This is an optimization exercise on Yosys and OpenROAD, whose aim is small area, a short achievable clock period and few clock cycles, not a production implementation. Only simulation tests tie the RTL to the original design; equivalence was not proved. Power is estimated from default activity; no workload was simulated.

[run.sh]
#!/bin/bash
# synth_recipe.tcl (not shown) runs the flow's synth.tcl, then flattens the netlist and writes it again
# the make line also repeats each setting of config.mk as NAME=value (left out here)
make -C /OpenROAD-flow-scripts/flow DESIGN_CONFIG=/design/flow/config.mk WORK_HOME=/design/flow/orfs CLKGATE_MAP_FILE= SYNTH_SCRIPT=/design/flow/synth_recipe.tcl finish
[config.mk]
export PLATFORM = sky130hd
export DESIGN_NAME = raster_core_multirow
export DESIGN_NICKNAME = raster_core_multirow
export VERILOG_FILES = /design/flow/design.v
export SDC_FILE = /design/flow/constraint.sdc
export NUM_CORES = 4
export LEC_CHECK = 0
export ABC_AREA = 1
export CAP_MARGIN = 20
export CORE_MARGIN = 2
export CORE_UTILIZATION = 40
export SETUP_SLACK_MARGIN = 4.2
export SLEW_MARGIN = 20
[constraint.sdc]
create_clock -name core_clock -period 8.0 [get_ports {clk}]
set_input_delay 1.6000 -clock core_clock [delete_from_list [all_inputs] [get_ports {clk}]]
set_output_delay 1.6000 -clock core_clock [all_outputs]
set_load 0.01 [all_outputs]
[design.v]
module raster_core_multirow #(
   parameter int unsigned CORE_ID      = 3,
   parameter int unsigned NUM_ROWS     = 2,
   parameter int unsigned X_MAX        = 400,
   parameter int unsigned BRAM_LATENCY = 2,
   parameter logic [31:0] LAMBDA_ONE   = 32'h0001_0000,
   parameter int unsigned ADDR_W       = 10
) (
   input  logic              clk,
   input  logic              reset,
   input  logic              s_valid,
   input  logic [31:0]       s_data,
   output logic              s_ready,
   output logic              m_valid,
   input  logic              m_ready,
   output logic [15:0]       m_data,
   output logic              m_last,
   output logic              rch_en,
   output logic [ADDR_W-1:0] rch_addr,
   input  logic [31:0]       rch_data,
   output logic              wch_en,
   output logic [ADDR_W-1:0] wch_addr,
   output logic [31:0]       wch_data
);
   localparam int unsigned NPIX     = NUM_ROWS * X_MAX;
   localparam int unsigned ROW_BASE = CORE_ID * NUM_ROWS;
   localparam int unsigned JSH      = 5;             
   localparam int unsigned NW       = 32 + JSH + 1;  
   typedef enum logic [2:0] {
      M_RX,
      M_PREP,
      M_RAST,
      M_DRAIN
   } mstate_t;
   typedef enum logic [1:0] {
      E_IDLE,
      E_CLEAR,
      E_WB
   } estate_t;
   mstate_t           ms_q;
   estate_t           es_q;
   logic [3:0]        wcnt_q;
   logic              sw_q;     
   logic              swp_q;    
   logic [2:0]        a0_q, a1_q;   
   logic [1:0]        az_q;     
   logic              f6_q, f7_q, row_q, wbq_q;
   logic [11:0]       id_q;
   logic [31:0]       l0_q, l1_q, dx0_q, dx1_q, r0_q, r1_q;
   logic [15:0]       z_q, rz_q;
   logic [16:0]       dz_q;     
   logic [31-JSH:0]   dxs_q;    
   logic [8:0]        x_q;
   logic [ADDR_W-1:0] ra_q, need_q;
   logic              v2_q, v3_q;
   logic [15:0]       zp1_q, zp2_q, zp3_q;
   logic [ADDR_W-1:0] a2_q, a3_q;
   logic              m_valid_q, m_last_q;
   logic [12:0]       m_data_q;
   logic              rch_en_q, wch_en_q;
   logic [ADDR_W-1:0] rch_addr_q, wch_addr_q;
   logic [15:0]       wch_z_q;
   logic              wch_id_q;    
   assign m_valid  = m_valid_q;
   assign m_data   = {3'(ROW_BASE >> 1), m_data_q};
   assign m_last   = m_last_q;
   assign rch_en   = rch_en_q;
   assign rch_addr = rch_addr_q;
   assign wch_en   = wch_en_q;
   assign wch_addr = wch_addr_q;
   assign wch_data = {4'b0, wch_id_q ? id_q : 12'b0, wch_z_q};
   logic              acc, prep_swap, in_rast;
   logic [31:0]       sum0, sum1;
   logic [15:0]       sumz;
   logic [NW-1:0]     n0, n1;
   logic [15:0]       nz;
   logic [31:0]       ns_s, ns_k;
   logic              fit0, fit1, neg0, neg1, sg0, sg1, ns_big;
   logic              cov, lbig, skip, jump, x_end;
   logic              step, issue, trans, wb_drop, wb_take;
   logic [ADDR_W-1:0] pix_addr;
   logic              eng_free, s_ready_d, s_ready_q;
   function automatic logic [32:0] add33(input logic [32:0] a, input logic [32:0] b,
                                         input logic ci);
      logic [32:0] p, g, pp, gg, gn, pn;
      p = a ^ b;
      g = a & b;
      g[0] = g[0] | (p[0] & ci);
      pp = p;
      gg = g;
      for (int d = 1; d < 33; d = d * 2) begin
         gn = gg;
         pn = pp;
         for (int i = 0; i < 33; i++) begin
            if ((i / d) % 2 == 1) begin
               gn[i] = gg[i] | (pp[i] & gg[(i / d) * d - 1]);
               pn[i] = pp[i] & pp[(i / d) * d - 1];
            end
         end
         gg = gn;
         pp = pn;
      end
      add33 = p ^ {gg[31:0], ci};
   endfunction
   function automatic logic cout16(input logic [15:0] g, input logic [15:0] p);
      logic [15:0] gg, pp, gn, pn;
      gg = g;
      pp = p;
      for (int d = 1; d < 16; d = d * 2) begin
         gn = gg;
         pn = pp;
         for (int i = 0; i < 16; i++) begin
            if ((i / d) % 2 == 1) begin
               gn[i] = gg[i] | (pp[i] & gg[(i / d) * d - 1]);
               pn[i] = pp[i] & pp[(i / d) * d - 1];
            end
         end
         gg = gn;
         pp = pn;
      end
      cout16 = gg[15];
   endfunction
   function automatic logic gt_one(input logic [31:0] a, input logic [31:0] b);
      logic [15:0] al, bl, ah, bh, g, p;
      logic        c, zl, zh, eh;
      al = a[15:0];
      bl = b[15:0];
      ah = a[31:16];
      bh = b[31:16];
      g = al & bl;
      p = al | bl;
      c = cout16(g, p);
      zl = !(al[0] ^ bl[0]);
      for (int i = 1; i < 16; i++)
         zl = zl && ((al[i] ^ bl[i]) == (al[i-1] | bl[i-1]));
      zh = (ah[0] ^ bh[0]) == c;
      eh = ((ah[0] ^ bh[0]) != (al[15] | bl[15])) &&
           ((ah[1] ^ bh[1]) == (ah[0] & bh[0]));
      for (int i = 1; i < 16; i++)
         zh = zh && ((ah[i] ^ bh[i]) == (ah[i-1] | bh[i-1]));
      for (int i = 2; i < 16; i++)
         eh = eh && ((ah[i] ^ bh[i]) == (ah[i-1] | bh[i-1]));
      gt_one = !(zh || (zl && eh));
   endfunction
   function automatic logic [63:0] csa3(input logic [31:0] a, input logic [31:0] b,
                                        input logic [31:0] d);
      csa3 = {a ^ b ^ d, (a[30:0] & b[30:0]) | (a[30:0] & d[30:0]) | (b[30:0] & d[30:0]), 1'b0};
   endfunction
   function automatic logic sum_le_one(input logic [30:0] a, input logic [30:0] b);
      logic [15:0] al, bl, g, p;
      logic [14:0] ah, bh;
      logic        c, zl, az, bz;
      al = a[15:0];
      bl = b[15:0];
      ah = a[30:16];
      bh = b[30:16];
      g = al & bl;
      p = al | bl;
      c = cout16(g, p);
      zl = !(al[0] ^ bl[0]);
      for (int i = 1; i < 16; i++)
         zl = zl && ((al[i] ^ bl[i]) == (al[i-1] | bl[i-1]));
      az = ah[14:1] == '0;
      bz = bh[14:1] == '0;
      sum_le_one = az && bz && (
         (!ah[0] && !bh[0] && !c) ||
         (zl && (al[15] | bl[15]) && !ah[0] && !bh[0]) ||
         (zl && al == '0 && bl == '0 && (ah[0] ^ bh[0])));
   endfunction
   function automatic logic [2:0] blk_step(input logic [31:0] c, input logic [31:0] dx);
      logic [25:0] a, b, g, p, gn, pn;
      logic [6:0]  t0, t1, st;
      logic        cy;
      a = c[30:5];
      b = dx[25:0];
      g = a & b;
      p = a ^ b;
      for (int d = 1; d < 26; d = d * 2) begin
         gn = g;
         pn = p;
         for (int i = 0; i < 26; i++) begin
            if ((i / d) % 2 == 1) begin
               gn[i] = g[i] | (p[i] & g[(i / d) * d - 1]);
               pn[i] = p[i] & p[(i / d) * d - 1];
            end
         end
         g = gn;
         p = pn;
      end
      cy = g[25];
      t0 = {dx[31], dx[31:26]} - {6'b0, c[31]};
      t1 = t0 + 7'd1;
      st = cy ? t1 : t0;
      blk_step = {st == '0 || st == '1, st[6], st[0]};
   endfunction
   always_comb begin
      acc       = s_valid && s_ready_d;
      prep_swap = swp_q;
      in_rast   = ms_q == M_RAST;
      sum0 = 32'(add33(33'(l0_q), 33'(dx0_q), 1'b0));
      sum1 = 32'(add33(33'(l1_q), 33'(dx1_q), 1'b0));
      sumz = 16'(add33(33'(z_q), 33'(prep_swap ? dz_q[16:1] : dz_q[15:0]), 1'b0));
      lbig = !sum_le_one(l0_q[30:0], l1_q[30:0]);
      cov  = !l0_q[31] && !l1_q[31] && !lbig;
      n0 = {add33({{(JSH+1){l0_q[31]}}, l0_q[31:JSH]}, {dx0_q[31], dx0_q}, 1'b0),
            l0_q[JSH-1:0]};
      n1 = {add33({{(JSH+1){l1_q[31]}}, l1_q[31:JSH]}, {dx1_q[31], dx1_q}, 1'b0),
            l1_q[JSH-1:0]};
      nz = {11'(add33(33'(z_q[15:JSH]), 33'(dz_q[15-JSH:0]), 1'b0)), z_q[JSH-1:0]};
      {ns_s, ns_k} = csa3(l0_q, l1_q, {dxs_q, JSH'(0)});
      {fit0, neg0, sg0} = blk_step(l0_q, dx0_q);
      {fit1, neg1, sg1} = blk_step(l1_q, dx1_q);
      ns_big = gt_one(ns_s, ns_k);
      skip = (l0_q[31] && fit0 && neg0) ||
             (l1_q[31] && fit1 && neg1) ||
             (!l0_q[31] && !l1_q[31] && lbig && fit0 && fit1 && !sg0 && !sg1 && ns_big);
      x_end    = x_q >= 9'(X_MAX);
      jump     = in_rast && !x_end && skip;
      step     = in_rast && !x_end && !skip;
      issue    = step && cov;
      trans    = in_rast && x_end && !row_q && f7_q;
      pix_addr = row_q ? ADDR_W'(x_q) + ADDR_W'(X_MAX) : ADDR_W'(x_q);
      eng_free = es_q == E_IDLE && !wbq_q;
      wb_drop  = es_q == E_WB && v3_q && m_valid_q && !m_ready;
      wb_take  = es_q == E_WB && v3_q && !wb_drop;
      s_ready_d = s_ready_q;
   end
   logic unused_d;
   assign unused_d = ^{rch_data[31:28], s_data[19:13]};
   mstate_t           ms_n;
   logic [3:0]        wcnt_n;
   logic              wbq_n;
   always_comb begin
      ms_n   = ms_q;
      wcnt_n = wcnt_q;
      case (ms_q)
         M_RX: begin
            if (acc) begin
               wcnt_n = wcnt_q == 4'd9 ? 4'd0 : wcnt_q + 4'd1;
               if (wcnt_q == 4'd9 && (f6_q || f7_q))
                  ms_n = M_PREP;
            end
         end
         M_PREP:  if (sw_q && eng_free) ms_n = M_RAST;
         M_RAST:  if (x_end && !(!row_q && f7_q)) ms_n = M_DRAIN;
         default: if (!rch_en_q && !v2_q) ms_n = M_RX;    
      endcase
      wbq_n = wbq_q;
      if (es_q == E_IDLE && wbq_q)
         wbq_n = 1'b0;
      if (acc && wcnt_q == 4'd0 && s_data[12] && !(es_q == E_IDLE && !wbq_q))
         wbq_n = 1'b1;
   end
   assign s_ready = s_ready_q;
   always_ff @(posedge clk) begin
      if (acc && wcnt_q == 4'd0) begin
         id_q <= s_data[31:20];
         f6_q <= !s_data[12] && s_data[5:0] <= 6'(ROW_BASE) &&
                 s_data[11:6] >= 6'(ROW_BASE);
         f7_q <= !s_data[12] && s_data[5:0] <= 6'(ROW_BASE + 1) &&
                 s_data[11:6] >= 6'(ROW_BASE + 1);
      end
      if (acc && wcnt_q == 4'd1)                 l0_q <= s_data;
      else if (trans)                             l0_q <= r0_q;
      else if (jump)                              l0_q <= n0[31:0];
      else if (a0_q != '0 || step)               l0_q <= sum0;
      if (acc && wcnt_q == 4'd2)                 l1_q <= s_data;
      else if (trans)                             l1_q <= r1_q;
      else if (jump)                              l1_q <= n1[31:0];
      else if (a1_q != '0 || step)               l1_q <= sum1;
      if (acc && wcnt_q == 4'd7)                 z_q  <= s_data[15:0];
      else if (trans)                             z_q  <= rz_q;
      else if (jump)                              z_q  <= nz;
      else if (az_q != '0 || step)               z_q  <= sumz;
      if (acc && wcnt_q == 4'd3)                 r0_q <= s_data;
      else if (prep_swap)                         r0_q <= sum0;
      if (acc && wcnt_q == 4'd5)                 r1_q <= s_data;
      else if (prep_swap)                         r1_q <= sum1;
      if (acc && wcnt_q == 4'd8)                 rz_q <= s_data[15:0];
      else if (prep_swap)                         rz_q <= sumz;
      if (acc && wcnt_q == 4'd4)                 dx0_q <= s_data;
      else if (prep_swap)                         dx0_q <= r0_q;
      if (acc && wcnt_q == 4'd6)                 dx1_q <= s_data;
      else if (prep_swap)                         dx1_q <= r1_q;
      if (acc && wcnt_q == 4'd9)                 dz_q  <= {s_data[15:0], 1'b0};
      else if (prep_swap)                         dz_q  <= {1'b0, rz_q};
      if (ms_q == M_PREP && sw_q && eng_free) begin
         row_q <= 1'b0;
         x_q   <= f6_q ? 9'd0 : 9'(X_MAX);
      end else if (trans) begin
         row_q <= 1'b1;
         x_q   <= '0;
      end else if (jump) begin
         x_q   <= x_q + 9'(1 << JSH);
      end else if (step) begin
         x_q   <= x_q + 9'd1;
      end
      dxs_q <= (32-JSH)'(add33(33'(dx0_q), 33'(dx1_q), 1'b0));
      zp1_q <= z_q;
      zp2_q <= zp1_q;
      zp3_q <= zp2_q;
      a2_q  <= rch_addr_q;
      a3_q  <= a2_q;
      rch_addr_q <= es_q != E_WB ? pix_addr : (wb_drop ? need_q : ra_q);
      wch_addr_q <= es_q == E_CLEAR ? ra_q : (es_q == E_WB ? need_q : a3_q);
      wch_z_q  <= es_q == E_IDLE ? zp3_q : '0;
      wch_id_q <= es_q == E_IDLE;
      if (wb_take) begin
         m_data_q <= {need_q >= ADDR_W'(X_MAX), rch_data[27:16]};
         m_last_q <= need_q == ADDR_W'(NPIX - 1);
      end
   end
   always_ff @(posedge clk) begin
      if (reset) begin
         ms_q      <= M_RX;
         es_q      <= E_CLEAR;
         wcnt_q    <= '0;
         sw_q      <= 1'b0;
         swp_q     <= 1'b0;
         a0_q      <= '0;
         a1_q      <= '0;
         az_q      <= '0;
         s_ready_q <= 1'b1;
         wbq_q     <= 1'b0;
         ra_q      <= '0;
         need_q    <= '0;
         v2_q      <= 1'b0;
         v3_q      <= 1'b0;
         m_valid_q <= 1'b0;
         rch_en_q  <= 1'b0;
         wch_en_q  <= 1'b0;
      end else begin
         v2_q     <= rch_en_q && !wb_drop;
         v3_q     <= v2_q && !wb_drop;
         rch_en_q <= issue;
         wch_en_q <= v3_q && es_q == E_IDLE && zp3_q > rch_data[15:0];
         ms_q      <= ms_n;
         wcnt_q    <= wcnt_n;
         wbq_q     <= wbq_n;
         s_ready_q <= ms_n == M_RX && !(wcnt_n == 4'd0 && wbq_n);
         sw_q <= ms_q == M_PREP && (sw_q || prep_swap);
         swp_q <= ms_n == M_PREP && !(ms_q == M_PREP && (sw_q || prep_swap)) &&
                  a0_q <= 3'd1 && a1_q <= 3'd1 && az_q <= 2'd1 &&
                  !(acc && (wcnt_q == 4'd4 || wcnt_q == 4'd6 || wcnt_q == 4'd9));
         if (acc && wcnt_q == 4'd4)
            a0_q <= 3'd6;
         else if (a0_q != '0)
            a0_q <= a0_q - 3'd1;
         if (acc && wcnt_q == 4'd6)
            a1_q <= 3'd6;
         else if (a1_q != '0)
            a1_q <= a1_q - 3'd1;
         if (acc && wcnt_q == 4'd9)
            az_q <= 2'd3;
         else if (az_q != '0)
            az_q <= az_q - 2'd1;
         if (m_valid_q && m_ready)
            m_valid_q <= 1'b0;
         case (es_q)
            E_CLEAR: begin
               wch_en_q <= 1'b1;
               if (ra_q == ADDR_W'(NPIX - 1)) begin
                  ra_q <= '0;
                  es_q <= E_IDLE;
               end else begin
                  ra_q <= ra_q + ADDR_W'(1);
               end
            end
            E_WB: begin
               if (wb_drop) begin
                  rch_en_q <= 1'b1;
                  ra_q     <= need_q + ADDR_W'(1);
               end else begin
                  if (v3_q) begin
                     m_valid_q <= 1'b1;
                     wch_en_q  <= 1'b1;
                     need_q    <= need_q + ADDR_W'(1);
                     if (need_q == ADDR_W'(NPIX - 1)) begin
                        ra_q   <= '0;
                        need_q <= '0;
                        es_q   <= E_IDLE;
                     end
                  end
                  if (ra_q < ADDR_W'(NPIX)) begin
                     rch_en_q <= 1'b1;
                     ra_q     <= ra_q + ADDR_W'(1);
                  end
               end
            end
            default: begin    
               if (wbq_q)
                  es_q <= E_WB;
            end
         endcase
         if (acc && wcnt_q == 4'd0 && s_data[12] && es_q == E_IDLE && !wbq_q)
            es_q <= E_WB;
      end
   end
endmodule
==> out/results.ini, run 1 <==
[worst_hold_path]
hold_start=zp1_q[9]
whs_endpoint=zp2_q[9]
hp-class=flip-flop to flip-flop
min_path_cells=0

[pwr]
p_int_mw=7.483
switching_share=0.4177
comb_power_share=0.516
clkPwrFrac=0.195
seq_power_share=0.289
p_per_area_nw_per_um2=362.2
p_leak_nw=16.24
design_power_total_mw=12.85
ir_drop_v=0.0001725
power.switching_mw=5.367

[clocking]
clockBufferDepth=3
clock_latency_ps=640
clk_pin_slew_worst_paths_ps=60
cts_tree=yes
cts-buffers-inserted=53
cts-root-buf=clkbuf_16
cts.sinks=457
hold_buffers=0
h-tree-depth=2

[setup_path]
end_kind=flip-flop
r2r_start=l0_q[11]
worstPathMaxFanout=7
r2r_slack_ps=4200
rr_endpoint=l1_q[8]
startpoint_type=flip-flop
r2r_cells=24
critPathRequiredTime_ps=8480
cp-startpoint=l0_q[11]
worstSetupPathType=flip-flop to flip-flop
arrival_ps=4280

[synth]
netlist_top_cells_area=edfxtp_1 (28%), dfxtp_1 (12%), ha_1 (12%), nand2_1 (11%), inv_1 (6.2%)
synth_edf_count=277
synth_flop_cell=edfxtp_1
yosysSeqAreaShare=0.3993
yosysWarnings=1
avgSynthCellArea_sq_um=8.246
synth_area_sq_um=29860
synth.distinct_cells=53
postSynthCellCount=3621
async_flop_share=0
yosysTopAreaCellShare=0.2786
synth_top_area_cell=edfxtp_1
synth-seq-cells=457

[job]
max_cap_violations=0

[floorplan]
start_util=0.4024
core_sq_um=74200
dieArea_sq_um=76850
fp.dieW_um=277.2
ios=141
num_rows=100
die_y_um=277.2

[timing]
clock.fmax_mhz=263.3
worstMarginPinSlew_ps=1049
relSlewSlack=0.2984
hold_viol=0
slew_violations=0
fin_crit_sh=0.4748
finalWorstSetupSlack_ps=4202
period_minus_slack_ps=3798
fin_skew_ps=35.99
rsz0062_at_grt=yes
setup-tns-final_ps=0
setup_viol=0

[placed_design]
port_buffers=129
dp_hpwl_um=64500
gp_congestion=0.9037
dp_cells=4638
pre_cts_slack_ps=2139

[global_route]
grt_overflow=0
grt_max_degree=71
grt_pass1_wl_um=144400
grt_use_met1=0.3415
antenna_found_initial=2
met3_usage=0.02911
use_met2=0.3938
globalRouteTotalUtil=0.2437
grt_pass1_vias=24190
grt_busiest_layer=met2

[route]
drt_wl_total_um=95120
drt_iter0_markers=2399
wire_per_inst_um=19.68
first_pass_iters=6
viasPerCell=5.275
num_vias=25500
drc=0
final_antenna_net_count=0

[layout]
regArea_sq_um=11920
final_cells=4834
layout-drive-gt1-share=0.08486
final_common_cell=nand2_1
multi_input_area_sq_um=16120
area_delta_synth_final_pct=18.82
n_antenna_cell=0
fillers=7112
mostFrequentLayoutCells=nand2_1 (812), inv_1 (479), edfxtp_1 (277)
fin_nets=4228

[outcome]
outcome=complete, no violations

## worst max path at each step
stage,end,cells after the start
2_1_floorplan,l1_q[10],8
3_3_place_gp,l0_q[20],25
3_5_place_dp,l0_q[20],25
4_1_cts,x_q[1],17
5_1_grt,l1_q[7],27
6_report,l1_q[8],24
## per-layer routing
metal | wire (um) | vias up | share of wire
met5 | 0 | - | 0
met4 | 3109 | 0 | 0.033
met2 | 43020 | 927 | 0.45
met3 | 6909 | 144 | 0.073
li1 | - | 12390 | -
met1 | 42080 | 12040 | 0.44
## through the flow
stage / hold slack, ps / area (sq um) / util
final: 322.1 / 35480 / 0.4782
after global routing: 327.5 / 35480 / 0.4782
after CTS: 325.0 / 34910 / 0.4706
after detailed placement: 312.1 / 32130 / 0.4331
after global placement: 310.1 / 32130 / 0.4331
after floorplan: 309.6 / 29880 / -
## synthesized netlist by cell type, types with 8 or more instances
master,number
xnor2_1,61
fa_1,61
a22oi_1,17
nor3_1,38
xor2_1,118
buf_2,8
o21bai_1,20
dfxtp_1,180
a211oi_1,10
nand2_1,839
ha_1,278
o21ai_0,240
clkinv_1,8
o221ai_1,10
nand4_1,23
a21o_1,8
o21ai_1,12
or2_2,9
nand3_1,233
nor2_1,243
a31oi_1,12
a21oi_1,227
nor4_1,17
o211ai_1,13
buf_4,11
nand3b_1,8
inv_1,492
edfxtp_1,277
clkbuf_1,82
## logic make-up (layout without fill, tap and decap cells)
logic type               count (synthesis)  after routing  share of synthesized area
flip-flops                             457            457                     0.3993
adder cells (fa/ha/maj)                339            339                     0.1574
buffers and inverters                  616            849                    0.08092
AO/OA/AOI/OAI                          603            603                     0.1121
XOR/XNOR                               179            179                    0.05251
AND/OR/NAND/NOR                       1425           1431                     0.1975
other                                    2              7                  0.0002515
## area by class of cell
type,count,share of cell area
timing repair buffer,249,0.07124
sequential,457,0.3361
clock inverter,21,0.005713
inverter,501,0.05368
multi-input combinational,2559,0.4545
tap,969,0.03417
clock buffer,78,0.04465
## flip-flops by register name (all words and copies together) (netlist names), 17 cells and up
register	cells
r1_q	32
l0_q	32
r0_q	32
dx0_q	32
dz_q	17
dxs_q	27
l1_q	32
dx1_q	32
## critical path: stages, from the launching register on
cell,delay [ps]
edfxtp_1,480
fa_1,640
inv_1,60
ha_2,190
or2_4,240
nor4_4,210
nand2_1,100
nand2_1,80
nand2_1,60
nand3_2,60
nand2_2,80
nand2_2,90
nand2_2,70
nor2_4,80
nand3_2,80
nand3_4,80
buf_12,130
nand2_8,70
buf_12,190
buf_16,160
nor2_4,230
nand2_1,110
nand2_1,80
inv_1,40
nand2_1,40
## power groups by stage
stage	Combinational [mW]	Clock [mW]	Sequential (mW)
3_3_place_gp	5.75	0	3.85
4_1_cts	6.29	2.53	3.72
3_5_place_dp	5.83	0	3.86
6_report	6.63	2.50	3.71
2_1_floorplan	4.39	0	3.65
5_1_grt	7.47	2.63	3.77
## what timing repair did
item,in CTS,in global routing
pin swaps,20,43
cloned,11,3
setup endpoints to repair,259,230
gates resized for setup,69,79
setup buffers,58,25
Testbench counts, summed over its fixed seeds: cycles 86,487.
==> run 2: changes to the inputs <==
--- a/config.mk
+++ b/config.mk
@@ -9,5 +9,5 @@
 export CAP_MARGIN = 20
 export CORE_MARGIN = 2
 export CORE_UTILIZATION = 40
-export SETUP_SLACK_MARGIN = 4.2
+export SETUP_SLACK_MARGIN = 4.0
 export SLEW_MARGIN = 20
==> run 2 against run 1 <==
Against the previous run: worst hold slack is essentially flat; critical path depth down 2; sequential power grew 2%; via count down 0.41%; synthesized area is the same; sequential share of layout area is 0.42 points higher; largest cell class unchanged.
==> out/results.ini, run 2 <==
[outcome]
outcome=complete, no violations  ; unchanged

[floorplan]
ios=141  ; unchanged
core_sq_um=74200  ; unchanged
num_rows=100  ; unchanged
die_y_um=277.2  ; unchanged
start_util=0.4024  ; unchanged
dieArea_sq_um=76850  ; unchanged
fp.dieW_um=277.2  ; unchanged

[synth]
synth-seq-cells=457  ; unchanged
synth.distinct_cells=53  ; unchanged
postSynthCellCount=3621  ; unchanged
yosys-top-cells-count=nand2_1 (839), inv_1 (492), ha_1 (278), edfxtp_1 (277), nor2_1 (243)  ; unchanged
avgSynthCellArea_sq_um=8.246  ; unchanged
async_flop_share=0  ; unchanged
netlist_top_cells_area=edfxtp_1 (28%), dfxtp_1 (12%), ha_1 (12%), nand2_1 (11%), inv_1 (6.2%)  ; unchanged
yosysWarnings=1  ; unchanged
yosysSeqAreaShare=0.3993  ; unchanged
yosysTopAreaCellShare=0.2786  ; unchanged
synth_area_sq_um=29860  ; unchanged
synth_flop_cell=edfxtp_1  ; unchanged
synth_top_area_cell=edfxtp_1  ; unchanged
synth_edf_count=277  ; unchanged
synth_most_common_cell=nand2_1  ; unchanged

[layout]
fillers=7182  ; was 7112
n_antenna_cell=0  ; unchanged
layout-drive-gt1-share=0.07290  ; was 0.08486
utilization=0.4722  ; was 0.4782
mostFrequentLayoutCells=nand2_1 (818), inv_1 (482), edfxtp_1 (277)  ; was nand2_1 (812), inv_1 (479), edfxtp_1 (277)
finalInstanceArea_sq_um=35040  ; was 35480 sq um
area_delta_synth_final_pct=17.35  ; was 18.82%
fin_nets=4204  ; was 4228
final_common_cell=nand2_1  ; unchanged

[timing]
slew_violations=0  ; unchanged
rsz0062_at_grt=yes  ; unchanged
fin_crit_sh=0.4912  ; was 0.4748
worstMarginPinSlew_ps=1054  ; was 1049 ps
relSlewSlack=0.2948  ; was 0.2984
clock.fmax_mhz=254.5  ; was 263.3 MHz
period_minus_slack_ps=3929  ; was 3798 ps
hold_viol=0  ; unchanged
setup_viol=0  ; unchanged
setup-tns-final_ps=0  ; unchanged
fin_skew_ps=35.91  ; was 35.99 ps

[clocking]
hold_buffers=0  ; unchanged
h-tree-depth=2  ; unchanged
cts_tree=yes  ; unchanged
clk_pin_slew_worst_paths_ps=60  ; about the same
cts.sinks=457  ; unchanged
clockBufferDepth=3  ; unchanged
cts-root-buf=clkbuf_16  ; unchanged
cts-buffers-inserted=53  ; unchanged
clock_latency_ps=630  ; was 640 ps

[setup_path]
startpoint_type=flip-flop  ; unchanged
cp_top_family=simple AND/OR/NAND/NOR gates  ; unchanged
crit_chain=buf_4 > inv_1 > fa_2 > ha_2 > o21ai_0 > nor4_1 > nand4_1 > nand2_2 > nand2_2 > nand2_1 > nor2_2 > nand3_2 > nand3_4 > buf_12 > nand2_8 > clkinvlp_4 > buf_12 > buf_4 > nand3_1 > nand2_1 > inv_1 > nand2_1  ; was fa_1 > inv_1 > ha_2 > or2_4 > nor4_4 > nand2_1 > nand2_1 > nand2_1 > nand3_2 > nand2_2 > nand2_2 > nand2_2 > nor2_4 > nand3_2 > nand3_4 > buf_12 > nand2_8 > buf_12 > buf_16 > nor2_4 > nand2_1 > nand2_1 > inv_1 > nand2_1
critPathRequiredTime_ps=8360  ; was 8480 ps
end_kind=flip-flop  ; unchanged
arrival_ps=4290  ; was 4280 ps
worstPathMaxFanout=9  ; was 7
worstSetupPathType=flip-flop to flip-flop  ; unchanged
cpMostUsedCell=nand2_1  ; unchanged
path_buf_inv=7  ; was 5
crit_path_top_delay_cell=edfxtp_1  ; was fa_1
cp_slowest_stage_delay_ps=460  ; was 640 ps

[route]
first_pass_iters=8  ; was 6
drc=0  ; unchanged
drt_wl_total_um=93850  ; was 95120 um
wire_per_inst_um=19.51  ; was 19.68 um
viasPerCell=5.280  ; was 5.275
num_vias=25400  ; was 25500
final_antenna_net_count=0  ; unchanged
drt_iter0_markers=2406  ; was 2399

[placed_design]
place_area_sq_um=32130  ; unchanged
port_buffers=129  ; unchanged
gp_congestion=0.9037  ; unchanged
dp_hpwl_um=64500  ; unchanged

[job]
max_cap_violations=0  ; unchanged

[global_route]
globalRouteTotalUtil=0.2384  ; was 0.2437
grt_pass1_vias=23770  ; was 24190
grt_pass1_wl_um=141400  ; was 144400 um
grt_overflow=0  ; unchanged
antenna_found_initial=1  ; was 2
grt_max_degree=71  ; unchanged

[pwr]
p_leak_nw=16.05  ; was 16.24 nW
p_per_area_nw_per_um2=360.0  ; was 362.2 nW/um^2
ir_drop_v=0.0001734  ; was 0.0001725 V

[worst_hold_path]
hp-class=flip-flop to flip-flop  ; unchanged

## run 2: repair_timing
item / 4_1_cts / 5_1_grt
setup buffers: 19 / 43
gates resized for setup: 33 / 65
setup endpoints to repair: 218 / 176
cloned: 7 / 4
pin swaps: 4 / 30
## run 2: kinds of logic after synthesis
group	Yosys count	share of synthesized area
compound gates	603	0.1121
xor+xnor	179	0.05251
fa+ha+maj	339	0.1574
buf+inv	616	0.08092
flops	457	0.3993
other cells	2	0.0002515
simple gates	1425	0.1975
## run 2: report_power, final
part	switching (mW)	internal, mW	total [mW]
combinational	3.70	2.64	6.33
sequential	0.498	3.28	3.78
clock	1.06	1.44	2.50
## run 2: final timing paths
kind | from | end | slack, ps | depth (start not counted)
worst min register to register | zp1_q[9] | zp2_q[9] | 320 | 0
worst min-delay path | zp1_q[9] | zp2_q[9] | 320 | 0
worst max-delay path | l0_q[5] | l0_q[16] | 4070 | 22
worst max register to register | l0_q[5] | l0_q[16] | 4070 | 22
## run 2: layout make-up
cell class                 count  area (sq um)  share of cell area
inverter                     501          1896             0.05410
clock buffer                  78          1584             0.04521
tap                          969          1212             0.03460
timing repair buffer         224          2235             0.06378
clock inverter                21         202.7            0.005785
sequential                   457         11920              0.3402
multi-input combinational   2560         15990              0.4563
## run 2: metrics by stage
| stage | std cells | setup WS, ps | power [mW] | hold WS, ps |
|---|---|---|---|---|
| 2_1_floorplan | 3626 | 4232 | 8.041 | 309.6 |
| 3_3_place_gp | 4638 | 2174 | 9.601 | 310.1 |
| 3_5_place_dp | 4638 | 2139 | 9.690 | 312.1 |
| 4_1_cts | 4763 | 3978 | 12.31 | 325.0 |
| 5_1_grt | 4810 | 3982 | 13.64 | 327.5 |
| 6_report | 4810 | 4071 | 12.61 | 322.3 |
## run 2: layer usage
metal | vias up | global-route usage | share of wire
li1 | 12340 | - | -
met1 | 12000 | 0.3388 | 0.44
met2 | 942 | 0.3839 | 0.46
met3 | 121 | 0.02801 | 0.075
met4 | 0 | 0.06410 | 0.025
met5 | - | 0 | 0
## run 2: worst register-to-register path, cell delays in order (launching register included)
cell	delay, ps
edfxtp_1	460
buf_4	200
inv_1	130
fa_2	460
ha_2	350
o21ai_0	70
nor4_1	370
nand4_1	160
nand2_2	140
nand2_2	70
nand2_1	90
nor2_2	50
nand3_2	70
nand3_4	80
buf_12	150
nand2_8	140
clkinvlp_4	160
buf_12	170
buf_4	150
nand3_1	60
nand2_1	50
inv_1	40
nand2_1	40
==> run 3: changes to the inputs <==
--- a/config.mk
+++ b/config.mk
@@ -9,5 +9,7 @@
 export CAP_MARGIN = 20
 export CORE_MARGIN = 2
 export CORE_UTILIZATION = 40
+export CTS_CLUSTER_DIAMETER = 60
+export CTS_CLUSTER_SIZE = 30
 export SETUP_SLACK_MARGIN = 4.0
 export SLEW_MARGIN = 20
==> run 3 against run 2 <==
Against the previous run: still clean on timing, DRC and antenna; fmax up 2.1%; die area is the same; core utilization is 0.18 points lower; clock skew increased by 11 ps; sequential share of layout area rose by 0.13 points; synthesized cell count is the same; non-clock buffer count rose by 2; combinational power about the same; routed wire length decreased by 0.51%; global-route usage shrank 0.17 points; cell count shrank 0.27%; sequential power barely moved; largest power group unchanged.
==> out/results.ini, run 3 <==
[setup_path]
path_buf_inv=4  ; was 7
startpoint_type=flip-flop  ; unchanged
r2r_start=x_q[5]  ; was l0_q[5]
arrival_ps=4100  ; was 4290 ps
end_kind=flip-flop  ; unchanged
worstSetupPathType=flip-flop to flip-flop  ; unchanged
crit_chain=inv_1 > ha_1 > nand3_1 > o311ai_0 > nand3_1 > nor2_4 > nand3_4 > nand2_8 > inv_1 > buf_4 > nand3_2 > clkbuf_8  ; was buf_4 > inv_1 > fa_2 > ha_2 > o21ai_0 > nor4_1 > nand4_1 > nand2_2 > nand2_2 > nand2_1 > nor2_2 > nand3_2 > nand3_4 > buf_12 > nand2_8 > clkinvlp_4 > buf_12 > buf_4 > nand3_1 > nand2_1 > inv_1 > nand2_1
cp_top_family=simple AND/OR/NAND/NOR gates  ; unchanged
worstPathMaxFanout=27  ; was 9
crit_path_top_delay_cell=edfxtp_1  ; unchanged
cp_slowest_stage_delay_ps=500  ; was 460 ps
cp-startpoint=x_q[5]  ; was l0_q[5]
critPathRequiredTime_ps=8250  ; was 8360 ps

[route]
drt_wl_total_um=93380  ; was 93850 um
drc=0  ; unchanged
met3_length_um=6481  ; was 7022 um
drt-met1-wl_um=41640  ; was 41470 um
first_pass_iters=6  ; was 8
wire_per_inst_um=19.47  ; was 19.51 um
final_antenna_net_count=0  ; unchanged
top_layer=met4  ; unchanged
viasPerCell=5.272  ; was 5.280
met2_wirelength_um=42950  ; was 43040 um
drt_iter0_markers=2503  ; was 2406
num_vias=25290  ; was 25400

[synth]
synth-seq-cells=457  ; unchanged
async_flop_share=0  ; unchanged
synth.distinct_cells=53  ; unchanged
yosysWarnings=1  ; unchanged
synth_most_common_cell=nand2_1  ; unchanged
avgSynthCellArea_sq_um=8.246  ; unchanged
yosysSeqAreaShare=0.3993  ; unchanged
synth_edf_count=277  ; unchanged
postSynthCellCount=3621  ; unchanged
yosysTopAreaCellShare=0.2786  ; unchanged
synth_top_area_cell=edfxtp_1  ; unchanged
synth_flop_cell=edfxtp_1  ; unchanged
synth_area_sq_um=29860  ; unchanged
netlist_top_cells_area=edfxtp_1 (28%), dfxtp_1 (12%), ha_1 (12%), nand2_1 (11%), inv_1 (6.2%)  ; unchanged
yosys-top-cells-count=nand2_1 (839), inv_1 (492), ha_1 (278), edfxtp_1 (277), nor2_1 (243)  ; unchanged

[clocking]
hold_buffers=0  ; unchanged
cts-buffers-inserted=45  ; was 53
clk_pin_slew_worst_paths_ps=100  ; was 60 ps
clockBufferDepth=3  ; unchanged
h-tree-depth=2  ; unchanged
cts_tree=yes  ; unchanged
clock_latency_ps=630  ; about the same
cts-root-buf=clkbuf_16  ; unchanged
cts.sinks=457  ; unchanged

[layout]
final_common_cell=nand2_1  ; unchanged
fin_nets=4197  ; was 4204
final_cells=4797  ; was 4810
layout-drive-gt1-share=0.07160  ; was 0.07290
fillers=7170  ; was 7182
mostFrequentLayoutCells=nand2_1 (816), inv_1 (482), edfxtp_1 (277)  ; was nand2_1 (818), inv_1 (482), edfxtp_1 (277)
area_delta_synth_final_pct=16.91  ; was 17.35%

[outcome]
outcome=complete, no violations  ; unchanged

[global_route]
globalRouteTotalUtil=0.2366  ; was 0.2384
grt_max_degree=71  ; unchanged
grt_pass1_wl_um=140700  ; was 141400 um
grt_overflow=0  ; unchanged
grt_pass1_vias=23730  ; was 23770
antenna_found_initial=0  ; was 1

[timing]
worstMarginPinSlew_ps=1071  ; was 1054 ps
slew_violations=0  ; unchanged
fin_crit_sh=0.4809  ; was 0.4912
hold_viol=0  ; unchanged
fin_hold_ws_ps=320.8  ; was 322.3 ps
relSlewSlack=0.2836  ; was 0.2948
fin_skew_ps=46.72  ; was 35.91 ps
period_minus_slack_ps=3847  ; was 3929 ps
setup_viol=0  ; unchanged
rsz0062_at_grt=yes  ; unchanged
setup-tns-final_ps=0  ; unchanged
clock.fmax_mhz=260.0  ; was 254.5 MHz

[floorplan]
num_rows=100  ; unchanged
start_util=0.4024  ; unchanged
core_sq_um=74200  ; unchanged
die_y_um=277.2  ; unchanged
fp.dieW_um=277.2  ; unchanged
ios=141  ; unchanged
dieArea_sq_um=76850  ; unchanged

[job]
max_cap_violations=0  ; unchanged

[pwr]
p_per_area_nw_per_um2=359.2  ; was 360.0 nW/um^2
ir_drop_v=0.0001831  ; was 0.0001734 V
p_leak_nw=15.96  ; was 16.05 nW
design_power_total_mw=12.54  ; was 12.61 mW

[placed_design]
dp_hpwl_um=64500  ; unchanged
dp_cells=4638  ; unchanged
port_buffers=129  ; unchanged
gp_congestion=0.9037  ; unchanged

[worst_hold_path]
hold_start=zp1_q[9]  ; unchanged
hp-class=flip-flop to flip-flop  ; unchanged

run 3: final timing paths:
path	end	slack, ps	cells past startpoint
worst max-delay path	l0_q[16]	4150	12
worst min-delay path	zp2_q[9]	320	0
worst max register to register	l0_q[16]	4150	12
worst min register to register	zp2_q[9]	320	0
run 3: layout make-up:
type                    instances  area, sq um  area share
multi-input cells            2559        15990      0.4582
flip-flops and latches        457        11920      0.3415
repair buffers                226         2226     0.06377
inverters                     501         1896     0.05430
well taps                     969         1212     0.03473
clock buffers                  52         1184     0.03391
clock inverters                32        473.0     0.01355
diodes                          1        2.502  0.00007169
run 3: what timing repair did:
item / 4_1_cts / 5_1_grt
setup endpoints to repair: 218 / 218
pin swaps: 3 / 29
resized for setup: 35 / 66
setup buffers: 17 / 47
cloned: 7 / 3
run 3: cell families after synthesis:
group,after synthesis,synth area share
AND/OR/NAND/NOR,1425,0.1975
AO/OA/AOI/OAI,603,0.1121
other,2,0.0002515
flip-flops,457,0.3993
buffers and inverters,616,0.08092
XOR/XNOR,179,0.05251
adder cells (fa/ha/maj),339,0.1574
run 3: per-layer routing:
layer  up-vias  track usage
met3       130      0.02388
met5         -            0
met1     11930       0.3361
met2       911       0.3876
met4         0      0.05672
li1      12320            -
run 3: stage by stage:
stage	utilization	worst slack (ps)	cell area (sq um)
2_1_floorplan	-	4232	29880
3_3_place_gp	0.4331	2174	32130
3_5_place_dp	0.4331	2139	32130
4_1_cts	0.4616	3974	34250
5_1_grt	0.4704	3957	34900
6_report	0.4705	4153	34910
run 3: where the power goes:
group	internal, mW	switching (mW)
Sequential	3.27	0.507
Combinational	2.65	3.69
Clock	1.28	1.15
Total	7.20	5.34
==> run 4: changes to the inputs <==
--- a/design.v
+++ b/design.v
@@ -242,7 +242,8 @@
             end
          end
          M_PREP:  if (sw_q && eng_free) ms_n = M_RAST;
-         M_RAST:  if (x_end && !(!row_q && f7_q)) ms_n = M_DRAIN;
+         M_RAST:  if (x_end && !(!row_q && f7_q))
+                     ms_n = (!rch_en_q && !v2_q) ? M_RX : M_DRAIN;
          default: if (!rch_en_q && !v2_q) ms_n = M_RX;    
       endcase
       wbq_n = wbq_q;
@@ -260,23 +261,20 @@
          f7_q <= !s_data[12] && s_data[5:0] <= 6'(ROW_BASE + 1) &&
                  s_data[11:6] >= 6'(ROW_BASE + 1);
       end
-      if (acc && wcnt_q == 4'd1)                 l0_q <= s_data;
-      else if (trans)                             l0_q <= r0_q;
+      if (trans || (acc && wcnt_q == 4'd3))      l0_q <= r0_q;
       else if (jump)                              l0_q <= n0[31:0];
       else if (a0_q != '0 || step)               l0_q <= sum0;
-      if (acc && wcnt_q == 4'd2)                 l1_q <= s_data;
-      else if (trans)                             l1_q <= r1_q;
+      if (trans || (acc && wcnt_q == 4'd5))      l1_q <= r1_q;
       else if (jump)                              l1_q <= n1[31:0];
       else if (a1_q != '0 || step)               l1_q <= sum1;
-      if (acc && wcnt_q == 4'd7)                 z_q  <= s_data[15:0];
-      else if (trans)                             z_q  <= rz_q;
+      if (trans || (acc && wcnt_q == 4'd8))      z_q  <= rz_q;
       else if (jump)                              z_q  <= nz;
       else if (az_q != '0 || step)               z_q  <= sumz;
-      if (acc && wcnt_q == 4'd3)                 r0_q <= s_data;
+      if (acc && (wcnt_q == 4'd1 || wcnt_q == 4'd3)) r0_q <= s_data;
       else if (prep_swap)                         r0_q <= sum0;
-      if (acc && wcnt_q == 4'd5)                 r1_q <= s_data;
+      if (acc && (wcnt_q == 4'd2 || wcnt_q == 4'd5)) r1_q <= s_data;
       else if (prep_swap)                         r1_q <= sum1;
-      if (acc && wcnt_q == 4'd8)                 rz_q <= s_data[15:0];
+      if (acc && (wcnt_q == 4'd7 || wcnt_q == 4'd8)) rz_q <= s_data[15:0];
       else if (prep_swap)                         rz_q <= sumz;
       if (acc && wcnt_q == 4'd4)                 dx0_q <= s_data;
       else if (prep_swap)                         dx0_q <= r0_q;
--- a/config.mk
+++ b/config.mk
@@ -11,5 +11,5 @@
 export CORE_UTILIZATION = 40
 export CTS_CLUSTER_DIAMETER = 60
 export CTS_CLUSTER_SIZE = 30
-export SETUP_SLACK_MARGIN = 4.0
+export SETUP_SLACK_MARGIN = 4.2
 export SLEW_MARGIN = 20
==> run 4 against run 3 <==
Against the previous run: still clean; total power fell by 3.6%; register-to-register slack improved by 90 ps; non-clock buffer count rose by 33; combinational power fell by 2%; fmax rose by 1.3%; critical path depth fell by 1; global-route usage fell by 1.9 points; sequential power fell by 3%; synthesized area fell by 3.0%; sequential cell count did not move; highest routed layer unchanged.
==> out/results.ini, run 4 <==
[outcome]
outcome=complete, no violations  ; unchanged

[layout]
utilization=0.4810  ; was 0.4705
n_antenna_cell=0  ; was 1
fin_nets=3984  ; was 4197
area_delta_synth_final_pct=18.89  ; was 16.91%
layout-drive-gt1-share=0.09496  ; was 0.07160
final_common_cell=nand2_1  ; unchanged
mostFrequentLayoutCells=nand2_1 (653), inv_1 (439), edfxtp_1 (277)  ; was nand2_1 (816), inv_1 (482), edfxtp_1 (277)
fillers=6922  ; was 7170
finalInstanceArea_sq_um=34450  ; was 34910 sq um

[timing]
setup-tns-final_ps=0  ; unchanged
clock.fmax_mhz=263.4  ; was 260.0 MHz
fin_skew_ps=54.77  ; was 46.72 ps
fin_crit_sh=0.4746  ; was 0.4809
slew_violations=0  ; unchanged
finalWorstSetupSlack_ps=4203  ; was 4153 ps
hold_viol=0  ; unchanged
period_minus_slack_ps=3797  ; was 3847 ps
setup_viol=0  ; unchanged
worstMarginPinSlew_ps=926.4  ; was 1071 ps
rsz0062_at_grt=yes  ; unchanged
relSlewSlack=0.3783  ; was 0.2836

[synth]
synth_edf_count=277  ; unchanged
avgSynthCellArea_sq_um=8.585  ; was 8.246 sq um
async_flop_share=0  ; unchanged
synth_area_sq_um=28970  ; was 29860 sq um
synth.distinct_cells=55  ; was 53
synth_flop_cell=edfxtp_1  ; unchanged
synth-seq-cells=457  ; unchanged
synth_most_common_cell=nand2_1  ; unchanged
postSynthCellCount=3375  ; was 3621
yosys-top-cells-count=nand2_1 (681), inv_1 (460), ha_1 (278), edfxtp_1 (277), nand3_1 (266)  ; was nand2_1 (839), inv_1 (492), ha_1 (278), edfxtp_1 (277), nor2_1 (243)
synth_top_area_cell=edfxtp_1  ; unchanged
yosysWarnings=1  ; unchanged
yosysSeqAreaShare=0.4115  ; was 0.3993
yosysTopAreaCellShare=0.2871  ; was 0.2786
netlist_top_cells_area=edfxtp_1 (29%), dfxtp_1 (12%), ha_1 (12%), nand2_1 (8.8%), inv_1 (6.0%)  ; was edfxtp_1 (28%), dfxtp_1 (12%), ha_1 (12%), nand2_1 (11%), inv_1 (6.2%)

[setup_path]
worstPathMaxFanout=66  ; was 27
startpoint_type=input pin  ; was flip-flop
worstSetupPathType=input pin to flip-flop  ; was flip-flop to flip-flop
end_kind=flip-flop  ; unchanged
critPathRequiredTime_ps=8280  ; was 8250 ps
arrival_ps=4080  ; was 4100 ps

[placed_design]
port_buffers=129  ; unchanged
dp_hpwl_um=58080  ; was 64500 um
pre_cts_slack_ps=2896  ; was 2139 ps
gp_congestion=0.8970  ; was 0.9037
place_area_sq_um=31240  ; was 32130 sq um

[clocking]
cts-buffers-inserted=43  ; was 45
clock_latency_ps=620  ; was 630 ps
cts.sinks=457  ; unchanged
clockBufferDepth=3  ; unchanged
hold_buffers=0  ; unchanged
cts_tree=yes  ; unchanged
h-tree-depth=2  ; unchanged
clk_pin_slew_worst_paths_ps=90  ; was 100 ps
cts-root-buf=clkbuf_16  ; unchanged

[global_route]
grt_overflow=0  ; unchanged
grt_pass1_vias=22280  ; was 23730
grt_max_degree=69  ; was 71
antenna_found_initial=0  ; unchanged
grt_pass1_wl_um=127000  ; was 140700 um
globalRouteTotalUtil=0.2179  ; was 0.2366

[route]
viasPerCell=5.207  ; was 5.272
drc=0  ; unchanged
final_antenna_net_count=0  ; unchanged
drt_wl_total_um=84130  ; was 93380 um
num_vias=23750  ; was 25290
first_pass_iters=5  ; was 6
wire_per_inst_um=18.44  ; was 19.47 um
drt_iter0_markers=2100  ; was 2503

[floorplan]
num_rows=98  ; was 100
fp.dieW_um=273.1  ; was 277.2 um
die_y_um=273.1  ; was 277.2 um
ios=141  ; unchanged
start_util=0.4046  ; was 0.4024
core_sq_um=71610  ; was 74200 sq um
dieArea_sq_um=74600  ; was 76850 sq um

[job]
max_cap_violations=0  ; unchanged

[pwr]
design_power_total_mw=12.09  ; was 12.54 mW
p_per_area_nw_per_um2=351.0  ; was 359.2 nW/um^2
ir_drop_v=0.0001753  ; was 0.0001831 V
p_leak_nw=15.42  ; was 15.96 nW

[worst_hold_path]
hp-class=flip-flop to flip-flop  ; unchanged

[run 4: repair_timing]
action	CTS	global route
pin swaps	2	34
cloned	6	7
resized for setup	46	120
setup endpoints to repair	219	224
setup buffers	34	62
[run 4: final timing paths]
kind | depth (start not counted) | to | slack, ps | start
max | 11 | l0_q[6] | 4200 | s_valid
min | 0 | zp3_q[0] | 320 | zp2_q[0]
max reg2reg | 21 | l1_q[15] | 4240 | l0_q[11]
min reg2reg | 0 | zp3_q[0] | 320 | zp2_q[0]
[run 4: area by class of cell]
type,instances,area (sq um),share of cell area
clock buffers,44,1101,0.03197
flip-flops and latches,457,11920,0.3461
inverters,466,1765,0.05125
multi-input cells,2350,15420,0.4478
clock inverters,36,414.1,0.01202
repair buffers,259,2629,0.07632
well taps,950,1189,0.03451
[run 4: stage by stage]
stage / cells / hold slack [ps]
floorplan: 3380 / 309.6
global placement: 4373 / 311.1
detailed placement: 4373 / 312.1
CTS: 4493 / 322.9
global route: 4562 / 329.3
finish: 4562 / 320.4
[run 4: metal layers]
layer / GRT usage / share of wire / wire, um / vias up
met4: 0.06169 / 0.027 / 2271 / 0
met3: 0.03005 / 0.065 / 5497 / 121
met5: 0 / 0 / 0 / -
met2: 0.3516 / 0.46 / 38680 / 685
li1: - / - / - / 11760
met1: 0.3049 / 0.45 / 37690 / 11190
[run 4: power by group]
part | switching (mW) | internal, mW
registers | 0.419 | 3.23
clock network | 1.11 | 1.14
logic | 3.51 | 2.68
total | 5.04 | 7.05
[run 4: kinds of logic after synthesis]
logic type	count (synthesis)	share of synthesized area
simple gates	1279	0.1905
buf+inv	577	0.07743
compound gates	540	0.1034
flops	457	0.4115
fa+ha+maj	339	0.1622
xor+xnor	181	0.05472
other cells	2	0.0002592
[run 4: critical path, stage by stage]
cell and delay (ps):
clkdlybuf4s50_1 460, nand2_1 100, inv_1 250, nand3_2 120
buf_8 270, o21ai_4 210, buf_12 270, inv_4 200
nand4_1 160, buf_6 190, clkbuf_16 210
Testbench counts of run 4, summed over its fixed seeds: cycles 86,187.
==> run 5: changes to the inputs <==
--- a/config.mk
+++ b/config.mk
@@ -9,7 +9,5 @@
 export CAP_MARGIN = 20
 export CORE_MARGIN = 2
 export CORE_UTILIZATION = 40
-export CTS_CLUSTER_DIAMETER = 60
-export CTS_CLUSTER_SIZE = 30
-export SETUP_SLACK_MARGIN = 4.2
+export SETUP_SLACK_MARGIN = 4.0
 export SLEW_MARGIN = 20
==> run 5 against run 4 <==
Against the previous run: die area is the same; clock skew decreased by 11 ps; critical path type is now flip-flop to flip-flop; synthesized cell count did not move; combinational power down 9.5%; sequential cell count is the same; highest routed layer unchanged; worst setup slack worse by 96 ps; routed wire length decreased by 3.7%; still clean.
==> out/results.ini, run 5 <==
[pwr]
ir_drop_v=0.0001539  ; was 0.0001753 V
p_per_area_nw_per_um2=349.1  ; was 351.0 nW/um^2
p_leak_nw=15.14  ; was 15.42 nW

[timing]
setup-tns-final_ps=0  ; unchanged
fin_skew_ps=43.71  ; was 54.77 ps
relSlewSlack=0.2894  ; was 0.3783
setup_viol=0  ; unchanged
period_minus_slack_ps=3893  ; was 3797 ps
slew_violations=0  ; unchanged
fin_crit_sh=0.4867  ; was 0.4746
clock.fmax_mhz=256.9  ; was 263.4 MHz
worstMarginPinSlew_ps=1062  ; was 926.4 ps
hold_viol=0  ; unchanged
rsz0062_at_grt=yes  ; unchanged

[setup_path]
startpoint_type=flip-flop  ; was input pin
worstPathMaxFanout=8  ; was 66
worstSetupPathType=flip-flop to flip-flop  ; was input pin to flip-flop
r2r_cells=20  ; was 21
critPathRequiredTime_ps=8310  ; was 8280 ps
end_kind=flip-flop  ; unchanged
arrival_ps=4210  ; was 4080 ps

[global_route]
grt_pass1_vias=22230  ; was 22280
grt_pass1_wl_um=125500  ; was 127000 um
globalRouteTotalUtil=0.2133  ; was 0.2179
grt_use_met1=0.3051  ; was 0.3049
antenna_found_initial=1  ; was 0
grt_max_degree=69  ; unchanged
grt_busiest_layer=met2  ; unchanged
use_met2=0.3423  ; was 0.3516
met3_usage=0.02557  ; was 0.03005
grt_overflow=0  ; unchanged

[synth]
yosysWarnings=1  ; unchanged
async_flop_share=0  ; unchanged
synth_most_common_cell=nand2_1  ; unchanged
avgSynthCellArea_sq_um=8.585  ; unchanged
synth_edf_count=277  ; unchanged
yosys-top-cells-count=nand2_1 (681), inv_1 (460), ha_1 (278), edfxtp_1 (277), nand3_1 (266)  ; unchanged
synth_top_area_cell=edfxtp_1  ; unchanged
yosysSeqAreaShare=0.4115  ; unchanged
synth_area_sq_um=28970  ; unchanged
postSynthCellCount=3375  ; unchanged
netlist_top_cells_area=edfxtp_1 (29%), dfxtp_1 (12%), ha_1 (12%), nand2_1 (8.8%), inv_1 (6.0%)  ; unchanged
synth_flop_cell=edfxtp_1  ; unchanged
synth.distinct_cells=55  ; unchanged
yosysTopAreaCellShare=0.2871  ; unchanged
synth-seq-cells=457  ; unchanged

[floorplan]
core_sq_um=71610  ; unchanged
ios=141  ; unchanged
num_rows=98  ; unchanged
die_y_um=273.1  ; unchanged
fp.dieW_um=273.1  ; unchanged
start_util=0.4046  ; unchanged
dieArea_sq_um=74600  ; unchanged

[route]
drc=0  ; unchanged
first_pass_iters=7  ; was 5
final_antenna_net_count=0  ; unchanged
drt_iter0_markers=1721  ; was 2100
drt_wl_total_um=81000  ; was 84130 um
num_vias=23450  ; was 23750
wire_per_inst_um=17.94  ; was 18.44 um
viasPerCell=5.193  ; was 5.207

[clocking]
cts.sinks=457  ; unchanged
cts_tree=yes  ; unchanged
cts-root-buf=clkbuf_16  ; unchanged
clockBufferDepth=3  ; unchanged
h-tree-depth=2  ; unchanged
cts-buffers-inserted=52  ; was 43
clk_pin_slew_worst_paths_ps=60  ; was 90 ps
hold_buffers=0  ; unchanged
clock_latency_ps=640  ; was 620 ps

[worst_hold_path]
hp-class=flip-flop to flip-flop  ; unchanged
min_path_cells=0  ; unchanged

[placed_design]
port_buffers=129  ; unchanged
dp_hpwl_um=57380  ; was 58080 um
gp_congestion=0.8947  ; was 0.8970
place_area_sq_um=31210  ; was 31240 sq um

[job]
max_cap_violations=0  ; unchanged

[layout]
mostFrequentLayoutCells=nand2_1 (668), inv_1 (452), edfxtp_1 (277)  ; was nand2_1 (653), inv_1 (439), edfxtp_1 (277)
area_delta_synth_final_pct=16.27  ; was 18.89%
final_common_cell=nand2_1  ; unchanged
layout-drive-gt1-share=0.06199  ; was 0.09496
finalInstanceArea_sq_um=33690  ; was 34450 sq um
fin_nets=3928  ; was 3984

[outcome]
outcome=complete, no violations  ; unchanged

-- run 5: cell counts after synthesis --
No cell type changed its count.
-- run 5: final cells by class --
class,instances,area [sq um]
Inverter,466,1759
Tap cell,950,1189
Sequential cell,457,11920
Antenna cell,1,2.502
Clock buffer,64,1388
Clock inverter,34,376.6
Timing Repair Buffer,197,1998
Multi-Input combinational cell,2347,15050
Fill cell,6950,37920
-- run 5: stage by stage --
step           worst slack, ps  hold slack, ps  utilization  power (mW)  instances
6_report                  4107           322.0       0.4704       11.76       4516
5_1_grt                   3930           328.6       0.4704       12.72       4515
4_1_cts                   4030           327.0       0.4645       11.58       4484
3_5_place_dp              2923           312.1       0.4359       8.927       4373
3_3_place_gp              2977           310.2       0.4359       8.862       4373
2_1_floorplan             4029           309.6            -       7.594       3380
-- run 5: metal layers --
layer / vias up / share of wire / wire length (um)
met1: 11090 / 0.47 / 37820
met3: 105 / 0.059 / 4797
met4: 0 / 0.023 / 1858
met2: 614 / 0.45 / 36520
met5: - / 0 / 0
li1: 11640 / - / -
-- run 5: worst max-delay path: stages, from the launching register on --
cell       delay [ps]
edfxtp_1          450
inv_2             140
fa_1              470
ha_2              220
or2_2             300
nor3_1            160
o21ai_0           130
nand2_1            90
nand2_1            70
nand2_1            60
nand2_1            50
nand3_1           100
a21oi_4            90
nor2_1            150
nand3_2           140
nand3_4           140
nand2_8           100
buf_16            170
nand4_1           100
buf_6             200
clkbuf_16         210
-- run 5: worst paths after layout --
path	from	to	slack (ps)
max	l1_q[6]	l0_q[28]	4110
min	zp2_q[14]	zp3_q[14]	320
max reg2reg	l1_q[6]	l0_q[28]	4110
min reg2reg	zp2_q[14]	zp3_q[14]	320
-- run 5: power by group --
group          total (mW)  internal (mW)  switching [mW]
registers            3.68           3.24           0.445
logic                5.60           2.35            3.24
clock network        2.48           1.42            1.06
-- run 5: cell families after synthesis --
| group | Yosys count | synth area share |
|---|---|---|
| other | 2 | 0.0002592 |
| DFF | 457 | 0.4115 |
| adders and majority gates | 339 | 0.1622 |
| and+or+nand+nor | 1279 | 0.1905 |
| AOI/OAI and AO/OA | 540 | 0.1034 |
| xor gates and xnor gates | 181 | 0.05472 |
| buffers and inverters | 577 | 0.07743 |
-- run 5: repair_timing --
item,CTS,global route
gates cloned,3,3
setup buffers,10,28
hold endpoints to repair,0,0
gates resized for setup,26,42
pin swaps,1,7
setup endpoints to repair,174,200
==> run 6: changes to the inputs <==
--- a/design.v
+++ b/design.v
@@ -79,7 +79,8 @@
    logic              cov, lbig, skip, jump, x_end;
    logic              step, issue, trans, wb_drop, wb_take;
    logic [ADDR_W-1:0] pix_addr;
-   logic              eng_free, s_ready_d, s_ready_q;
+   logic              eng_free, s_ready_d, s_ready_q, clr, stall, fresh, rw, clr_adv;
+   logic              f1_q, f2_q, f3_q;   
    function automatic logic [32:0] add33(input logic [32:0] a, input logic [32:0] b,
                                          input logic ci);
       logic [32:0] p, g, pp, gg, gn, pn;
@@ -216,12 +217,17 @@
              (!l0_q[31] && !l1_q[31] && lbig && fit0 && fit1 && !sg0 && !sg1 && ns_big);
       x_end    = x_q >= 9'(X_MAX);
       jump     = in_rast && !x_end && skip;
-      step     = in_rast && !x_end && !skip;
+      step     = in_rast && !x_end && !skip && !stall;
       issue    = step && cov;
       trans    = in_rast && x_end && !row_q && f7_q;
       pix_addr = row_q ? ADDR_W'(x_q) + ADDR_W'(X_MAX) : ADDR_W'(x_q);
-      eng_free = es_q == E_IDLE && !wbq_q;
+      clr      = es_q == E_CLEAR;
+      stall    = clr && cov && pix_addr > ra_q;
+      fresh    = clr && pix_addr == ra_q;
+      eng_free = es_q != E_WB && !wbq_q;
       wb_drop  = es_q == E_WB && v3_q && m_valid_q && !m_ready;
+      rw       = v3_q && es_q != E_WB;           
+      clr_adv  = clr && (!v3_q || (issue && fresh));
       wb_take  = es_q == E_WB && v3_q && !wb_drop;
       s_ready_d = s_ready_q;
    end
@@ -300,9 +306,12 @@
       a2_q  <= rch_addr_q;
       a3_q  <= a2_q;
       rch_addr_q <= es_q != E_WB ? pix_addr : (wb_drop ? need_q : ra_q);
-      wch_addr_q <= es_q == E_CLEAR ? ra_q : (es_q == E_WB ? need_q : a3_q);
-      wch_z_q  <= es_q == E_IDLE ? zp3_q : '0;
-      wch_id_q <= es_q == E_IDLE;
+      wch_addr_q <= rw ? a3_q : (es_q == E_WB ? need_q : ra_q);
+      wch_z_q  <= rw ? zp3_q : '0;
+      wch_id_q <= rw && (!f3_q || zp3_q != '0);
+      f1_q     <= issue && fresh;
+      f2_q     <= f1_q;
+      f3_q     <= f2_q;
       if (wb_take) begin
          m_data_q <= {need_q >= ADDR_W'(X_MAX), rch_data[27:16]};
          m_last_q <= need_q == ADDR_W'(NPIX - 1);
@@ -331,7 +340,7 @@
          v2_q     <= rch_en_q && !wb_drop;
          v3_q     <= v2_q && !wb_drop;
          rch_en_q <= issue;
-         wch_en_q <= v3_q && es_q == E_IDLE && zp3_q > rch_data[15:0];
+         wch_en_q <= rw && (f3_q || zp3_q > rch_data[15:0]);
          ms_q      <= ms_n;
          wcnt_q    <= wcnt_n;
          wbq_q     <= wbq_n;
@@ -356,12 +365,15 @@
             m_valid_q <= 1'b0;
          case (es_q)
             E_CLEAR: begin
-               wch_en_q <= 1'b1;
-               if (ra_q == ADDR_W'(NPIX - 1)) begin
-                  ra_q <= '0;
-                  es_q <= E_IDLE;
-               end else begin
-                  ra_q <= ra_q + ADDR_W'(1);
+               if (!v3_q && !(issue && fresh))
+                  wch_en_q <= 1'b1;
+               if (clr_adv) begin
+                  if (ra_q == ADDR_W'(NPIX - 1)) begin
+                     ra_q <= '0;
+                     es_q <= E_IDLE;
+                  end else begin
+                     ra_q <= ra_q + ADDR_W'(1);
+                  end
                end
             end
             E_WB: begin
--- a/config.mk
+++ b/config.mk
@@ -9,5 +9,7 @@
 export CAP_MARGIN = 20
 export CORE_MARGIN = 2
 export CORE_UTILIZATION = 40
-export SETUP_SLACK_MARGIN = 4.0
+export CTS_CLUSTER_DIAMETER = 60
+export CTS_CLUSTER_SIZE = 30
+export SETUP_SLACK_MARGIN = 4.2
 export SLEW_MARGIN = 20
==> run 6 against run 5 <==
Against the previous run: still clean on timing, DRC and antenna; non-clock buffer count grew 85; cell count grew 0.38%; total power is 8.7% higher; synthesized area down 0.40%; largest cell class unchanged.
==> out/results.ini, run 6 <==
[layout]
final_common_cell=nand2_1  ; unchanged
layout-drive-gt1-share=0.1415  ; was 0.06199
mostFrequentLayoutCells=nand2_1 (629), inv_1 (451), edfxtp_1 (277)  ; was nand2_1 (668), inv_1 (452), edfxtp_1 (277)
final_cells=4533  ; was 4516
multi_input_area_sq_um=15960  ; was 15050 sq um
fin_nets=3968  ; was 3928
regArea_sq_um=11990  ; was 11920 sq um
area_delta_synth_final_pct=23.13  ; was 16.27%
fillers=6577  ; was 6950

[timing]
worstMarginPinSlew_ps=995.8  ; was 1062 ps
period_minus_slack_ps=3914  ; was 3893 ps
clock.fmax_mhz=255.5  ; was 256.9 MHz
setup-tns-final_ps=0  ; unchanged
relSlewSlack=0.3338  ; was 0.2894
finalWorstSetupSlack_ps=4086  ; was 4107 ps
fin_skew_ps=16.86  ; was 43.71 ps
rsz0062_at_grt=yes  ; unchanged
slew_violations=0  ; unchanged
fin_crit_sh=0.4892  ; was 0.4867

[synth]
synth-seq-cells=460  ; was 457
synth.distinct_cells=62  ; was 55
yosysWarnings=1  ; unchanged
postSynthCellCount=3285  ; was 3375
avgSynthCellArea_sq_um=8.784  ; was 8.585 sq um
yosysSeqAreaShare=0.4152  ; was 0.4115
synth_top_area_cell=edfxtp_1  ; unchanged
synth_edf_count=277  ; unchanged
yosys-top-cells-count=nand2_1 (684), inv_1 (469), ha_1 (288), edfxtp_1 (277), o21ai_0 (247)  ; was nand2_1 (681), inv_1 (460), ha_1 (278), edfxtp_1 (277), nand3_1 (266)
netlist_top_cells_area=edfxtp_1 (29%), dfxtp_1 (13%), ha_1 (12%), nand2_1 (8.9%), inv_1 (6.1%)  ; was edfxtp_1 (29%), dfxtp_1 (12%), ha_1 (12%), nand2_1 (8.8%), inv_1 (6.0%)
async_flop_share=0  ; unchanged
synth_most_common_cell=nand2_1  ; unchanged
synth_flop_cell=edfxtp_1  ; unchanged

[clocking]
clk_pin_slew_worst_paths_ps=80  ; was 60 ps
cts-buffers-inserted=40  ; was 52
cts_tree=yes  ; unchanged
clockBufferDepth=3  ; unchanged
hold_buffers=0  ; unchanged

[placed_design]
dp_hpwl_um=59870  ; was 57380 um
place_area_sq_um=31160  ; was 31210 sq um
dp_cells=4310  ; was 4373
pre_cts_slack_ps=2369  ; was 2923 ps

[setup_path]
arrival_ps=4190  ; was 4210 ps
crit_chain=fa_1 > inv_1 > ha_2 > or2_4 > o21ai_0 > a21oi_1 > nand3_2 > nand3_2 > nand2_4 > nand2_4 > nand2_4 > nor2_4 > nand3_2 > nand3_4 > nor2_4 > clkinvlp_4 > buf_12 > buf_12 > a21oi_4  ; was inv_2 > fa_1 > ha_2 > or2_2 > nor3_1 > o21ai_0 > nand2_1 > nand2_1 > nand2_1 > nand2_1 > nand3_1 > a21oi_4 > nor2_1 > nand3_2 > nand3_4 > nand2_8 > buf_16 > nand4_1 > buf_6 > clkbuf_16
cp_slowest_stage_delay_ps=550  ; was 470 ps
path_buf_inv=4  ; unchanged
worstSetupPathType=flip-flop to flip-flop  ; unchanged
crit_path_top_delay_cell=fa_1  ; unchanged
worstPathMaxFanout=5  ; was 8
critPathRequiredTime_ps=8280  ; was 8310 ps

[floorplan]
fp.dieW_um=272.6  ; was 273.1 um
ios=141  ; unchanged
num_rows=98  ; unchanged
start_util=0.4037  ; was 0.4046
core_sq_um=71490  ; was 71610 sq um
die_y_um=272.6  ; was 273.1 um

[pwr]
design_power_total_mw=12.78  ; was 11.76 mW
p_leak_nw=15.77  ; was 15.14 nW

[global_route]
grt_pass1_vias=22280  ; was 22230
grt_busiest_layer=met2  ; unchanged
antenna_found_initial=1  ; unchanged
met3_usage=0.02996  ; was 0.02557
grt_use_met1=0.2999  ; was 0.3051
globalRouteTotalUtil=0.2211  ; was 0.2133
use_met2=0.3638  ; was 0.3423

[worst_hold_path]
hp-class=flip-flop to flip-flop  ; unchanged

[route]
final_antenna_net_count=0  ; unchanged
num_vias=23690  ; was 23450
first_pass_iters=6  ; was 7
drc=0  ; unchanged

[job]
max_cap_violations=0  ; unchanged

[outcome]
outcome=complete, no violations  ; unchanged

[run 6: changes by cell type after synthesis, sizes merged, moves of 19 or more]
cell | previous run | this run
a21oi | 194 | 160
o22ai | 1 | 26
o211ai | 6 | 40
nand3 | 268 | 128
nand2 | 691 | 715
nand4 | 88 | 33
nor2 | 171 | 215
clkbuf | 75 | 56
[run 6: final cells by class]
class	instances	area share
antenna	1	0.00007043
multi-input combinational	2274	0.4491
timing repair buffer	282	0.08138
timing repair inverter	6	0.002007
clock inverter	26	0.01056
inverter	487	0.05574
tap	950	0.03345
clock buffer	47	0.03035
sequential	460	0.3373
[run 6: final timing paths]
check	to	slack [ps]	cells past startpoint	start
setup / recovery	x_q[2]	4090	19	l1_q[11]
hold / removal	zp3_q[6]	330	0	zp2_q[6]
setup reg to reg	x_q[2]	4090	19	l1_q[11]
hold reg to reg	zp3_q[6]	330	0	zp2_q[6]
[run 6: power by group]
part,internal (mW),switching [mW],leakage [nW]
registers,3.31,0.464,4.11
logic,2.91,3.89,11.0
clock network,1.18,1.02,0.708
total,7.41,5.38,15.8
[run 6: metal layers]
metal  vias to the layer above  routed length (um)
met3                       143                5344
li1                      11510                   -
met5                         -                   0
met2                       714               39760
met4                         0                2849
met1                     11320               37690
[run 6: cell families (layout without fill, tap and decap cells)]
kind of cell	count (synthesis)	after routing	share of synthesized area
AND/OR/NAND/NOR	1148	1156	0.1683
other	2	8	0.0002603
flip-flops	460	460	0.4152
buffers and inverters	564	848	0.07636
AO/OA/AOI/OAI	578	578	0.1169
adder cells (fa/ha/maj)	349	349	0.1672
XOR/XNOR	184	184	0.05585
[run 6: what timing repair did]
| action | in CTS | in global routing |
|---|---|---|
| cloned | 9 | 10 |
| setup endpoints to repair | 236 | 236 |
| pin swaps | 47 | 47 |
| setup buffers | 84 | 46 |
| resized for setup | 146 | 238 |
[run 6: worst reg2reg max path: stages, from the launching register on]
cell and delay [ps]:
edfxtp_1 510, fa_1 560, inv_1 60, ha_2 200, or2_4 260, o21ai_0 200
a21oi_1 130, nand3_2 90, nand3_2 100, nand2_4 120, nand2_4 90, nand2_4 80
nor2_4 30, nand3_2 80, nand3_4 160, nor2_4 240, clkinvlp_4 140, buf_12 160
buf_12 140, a21oi_4 240
Testbench counts of run 6, summed over its fixed seeds: cycles 84,243.

Check on run 6: ideal ports give 4.086 ns setup slack; a clkbuf_16 on the clock port and buf_2 on the inputs give 4.086 ns; moving port delays by the midpoint clock arrival (0.643 ns) as well gives 3.551 ns.
